This design comes from an exercise in tuning for small area, a short achievable clock period and few clock cycles per item on the open sky130 flow, not from production work.
The RTL was checked by simulation tests, not by an equivalence proof against the original design.
No activity file was given, so power comes from the tool's default toggle rates.

Setup of exp/umber:
==> flow/design.v (excerpt) <==
module qpsk_mimo_modulator #(
    parameter int R_W = 16,
    parameter int Y_W = 20
) (
    input  logic              i_clk,
    input  logic              i_reset_n,
    input  logic              i_r_load,
    input  logic [20*R_W-1:0] i_r,
    input  logic              i_bit_vld,
    input  logic              i_bit,
    output logic              o_bit_rdy,
    output logic              o_vld,
    input  logic              i_rdy,
    output logic [8*Y_W-1:0]  o_y_hat,
    output logic              o_busy
);
    logic [9:0][15:0] ra, rb;
    logic [2:0]       p;           
    logic [2:0]       cnt;         
    logic [6:0]       col;         
    logic [7:0]       x;           
    logic             xv;          
    logic             win;         
    logic             fin;         
    logic             vld;
    logic             rdy;
    logic             busy;
    logic             p0;          
    logic       p7, act, acc, acc8, wr_lo;
    logic [7:3] wr_d;
    logic       xv_n, win_n, vld_n;
    logic [2:0] p_n, cnt_n;
    assign p7    = (p == 3'd7);
    assign act   = (p0 & xv) | win;
    assign acc   = i_bit_vld & rdy;
    assign acc8  = acc & (cnt == 3'd7);
    assign wr_lo = win & (p == 3'd2) & ~vld;
    always_comb
        for (int d = 3; d < 8; d++) wr_d[d] = win & (p == 3'(d));
  ...
Size: about 1,400 cells after synthesis, ~570 flip-flops, about 490 I/O pins, ~21,000 um2 of cells after synthesis.
clock: 12.0 ns
lec_check: 0
cap_margin: 20
core_margin: 2
core_utilization: 40
slew_margin: 20
run.sh (not shown) runs the stock make flow with config.mk's settings and CLKGATE_MAP_FILE= SYNTH_SCRIPT=/design/flow/synth_recipe.tcl, a recipe that flattens the netlist after the stock synthesis.
exp/umber closes out successfully: all stages finished, all timing, DRC and antenna checks passed.
Testbench counts of exp/umber, summed over its fixed seeds: cycles 4,448, items 512.
Setup changes, exp/umber to exp/quartz
- swapping 20 for 50 in CAP_MARGIN
- putting CTS_CLUSTER_DIAMETER at 100 where nothing was set
- putting CTS_BUF_LIST at sky130_fd_sc_hd__clkbuf_16 where nothing was set
- putting CTS_CLUSTER_SIZE at 25 where nothing was set
- swapping 20 for 60 in SLEW_MARGIN
- swapping 40 for 60 in CORE_UTILIZATION
==> flow/flow/run.sh (new file) <==
#!/bin/bash
# Standard ORFS layout (the standard.sh) with two changes to how it is built:
#  - ports are buffered with buf_1 cells instead of the resizer's default pick
#  - timing repair aims for 8.5 ns of setup slack beyond the SDC's (the SDC is unchanged)
export BUFFER_PORTS_ARGS="-buffer_cell sky130_fd_sc_hd__buf_1"
export SETUP_SLACK_MARGIN=8.5
bash standard.sh > standard.log 2>&1
==> flow/standard.sh (new file) <==
#!/bin/bash
# synth_recipe.tcl (not shown) runs the flow's synth.tcl, then flattens the netlist and writes it again
# the make line also repeats each setting of config.mk as NAME=value (left out here)
make -C /OpenROAD-flow-scripts/flow DESIGN_CONFIG=/design/flow/config.mk WORK_HOME=/design/flow/orfs CLKGATE_MAP_FILE= SYNTH_SCRIPT=/design/flow/synth_recipe.tcl "${@:-finish}"
removed: flow/run.sh
==> run summary <==
Min number of iterations in the first detailed-routing pass across exp/umber and exp/quartz: exp/umber. Summary: detailed router's first-iteration violation count, exp/quartz worse than exp/umber. Compared exp/quartz vs exp/umber, and minimum setup slack among reg-to-reg paths is up in exp/quartz.
## Diff of input files: exp/nickel against exp/quartz
- CTS_CLUSTER_DIAMETER: 100 -> unset
- CTS_CLUSTER_SIZE: 25 -> unset
- CTS_BUF_LIST: sky130_fd_sc_hd__clkbuf_16 -> sky130_fd_sc_hd__clkbuf_8 sky130_fd_sc_hd__clkbuf_4
- CORE_UTILIZATION: 60 -> 40
==> flow/flow/run.sh <==
#!/bin/bash
# Standard ORFS layout with two changes to how it is built:
#  - ports buffered with buf_2 cells instead of the resizer's default pick
#  - timing repair aims for 8.5 ns of extra setup slack (the SDC is unchanged)
export BUFFER_PORTS_ARGS="-buffer_cell sky130_fd_sc_hd__buf_2"
export SETUP_SLACK_MARGIN=8.5
bash standard.sh > standard.log 2>&1
==> run summary <==
exp/quartz → exp/nickel: area growth from synthesis to layout went up by 10 points; detailed-routing wirelength on met1 went up by about 14%; shortest period the worst path allows up 85 ps; post-placement cell count has increased; non-clock buffer count went up by about 0.4%. Register share of total power ends up higher on exp/quartz. Relative contribution of combinational cells to total power for exp/nickel is lower than for exp/quartz. Design area (higher): exp/nickel. From exp/quartz to exp/nickel, setup TNS did not move at all. Compared with exp/quartz, exp/nickel shows a achievable clock frequency that is 2.3% lower.
The following lists how exp/lagoon was set up differently from exp/nickel:
- a change of CTS_BUF_LIST from sky130_fd_sc_hd__clkbuf_8 sky130_fd_sc_hd__clkbuf_4 to sky130_fd_sc_hd__clkbuf_16
- an added CTS_CLUSTER_DIAMETER of 100
- an added CTS_CLUSTER_SIZE of 30
- a change of CORE_UTILIZATION from 40 to 60
==> flow/flow/run.sh <==
#!/bin/bash
# Standard ORFS layout (the standard.sh) with two changes to how it is built:
#  - ports are buffered with buf_1 cells instead of the resizer's default pick
#  - timing repair aims for 8.5 ns of setup slack beyond the SDC's (the SDC is unchanged)
export BUFFER_PORTS_ARGS="-buffer_cell sky130_fd_sc_hd__buf_1"
export SETUP_SLACK_MARGIN=8.5
bash standard.sh > standard.log 2>&1
Compared with exp/nickel, exp/lagoon shows number of well-tap cells placed lower by 34%. exp/lagoon -> exp/nickel: gate count after technology mapping delta 0, exact match. In exp/lagoon, final weighted congestion in routability-driven placement is higher than in exp/nickel. Compare exp/lagoon and exp/nickel | latest clock arrival within the worst-skew pair higher: exp/nickel. Layout-stage area growth over the synthesis result in exp/lagoon vs exp/nickel: down 10 points. On total of flip-flops plus latches after synthesis, exp/lagoon and exp/nickel are basically level. Compared with exp/nickel, exp/lagoon shows met1 global-route usage higher by 8.1 points.

## separate check: timing with driven ports
In the flow no input, the clock included, has a driving cell. The finished layouts below were timed again as built, in two steps. Step 1, drivers: a clkbuf_16 drives i_clk and a buf_2 each remaining input, both assumed. Step 2, shift: input delay + t, output delay - t, t = (earliest + latest rising clock arrival at the registers) / 2. This alone moves slack from input paths to output paths. Slacks: ideal ports / drivers / drivers and shift; pairs: ideal ports / drivers.
| run | t, ns | setup WS [ns] | worst hold slack (ns) | worst register clock-pin slew, ns |
|---|---|---|---|---|
| exp/umber | 0.655 | 7.601 / 7.593 / 6.938 | 0.347 / 0.347 / 0.347 | 0.06 / 0.06 |
| exp/quartz | 0.621 | 8.377 / 8.324 / 7.934 | 0.352 / 0.352 / 0.352 | 0.11 / 0.11 |
| exp/nickel | 0.699 | 8.293 / 8.241 / 7.813 | 0.333 / 0.333 / 0.333 | 0.06 / 0.06 |
| exp/lagoon | 0.601 | 8.391 / 8.339 / 7.948 | 0.347 / 0.347 / 0.347 | 0.12 / 0.12 |
After both steps every run listed still meets setup and hold. For exp/umber, which loses most, drivers alone change the setup slack by -0.008 ns; drivers and shift together by -0.663 ns.
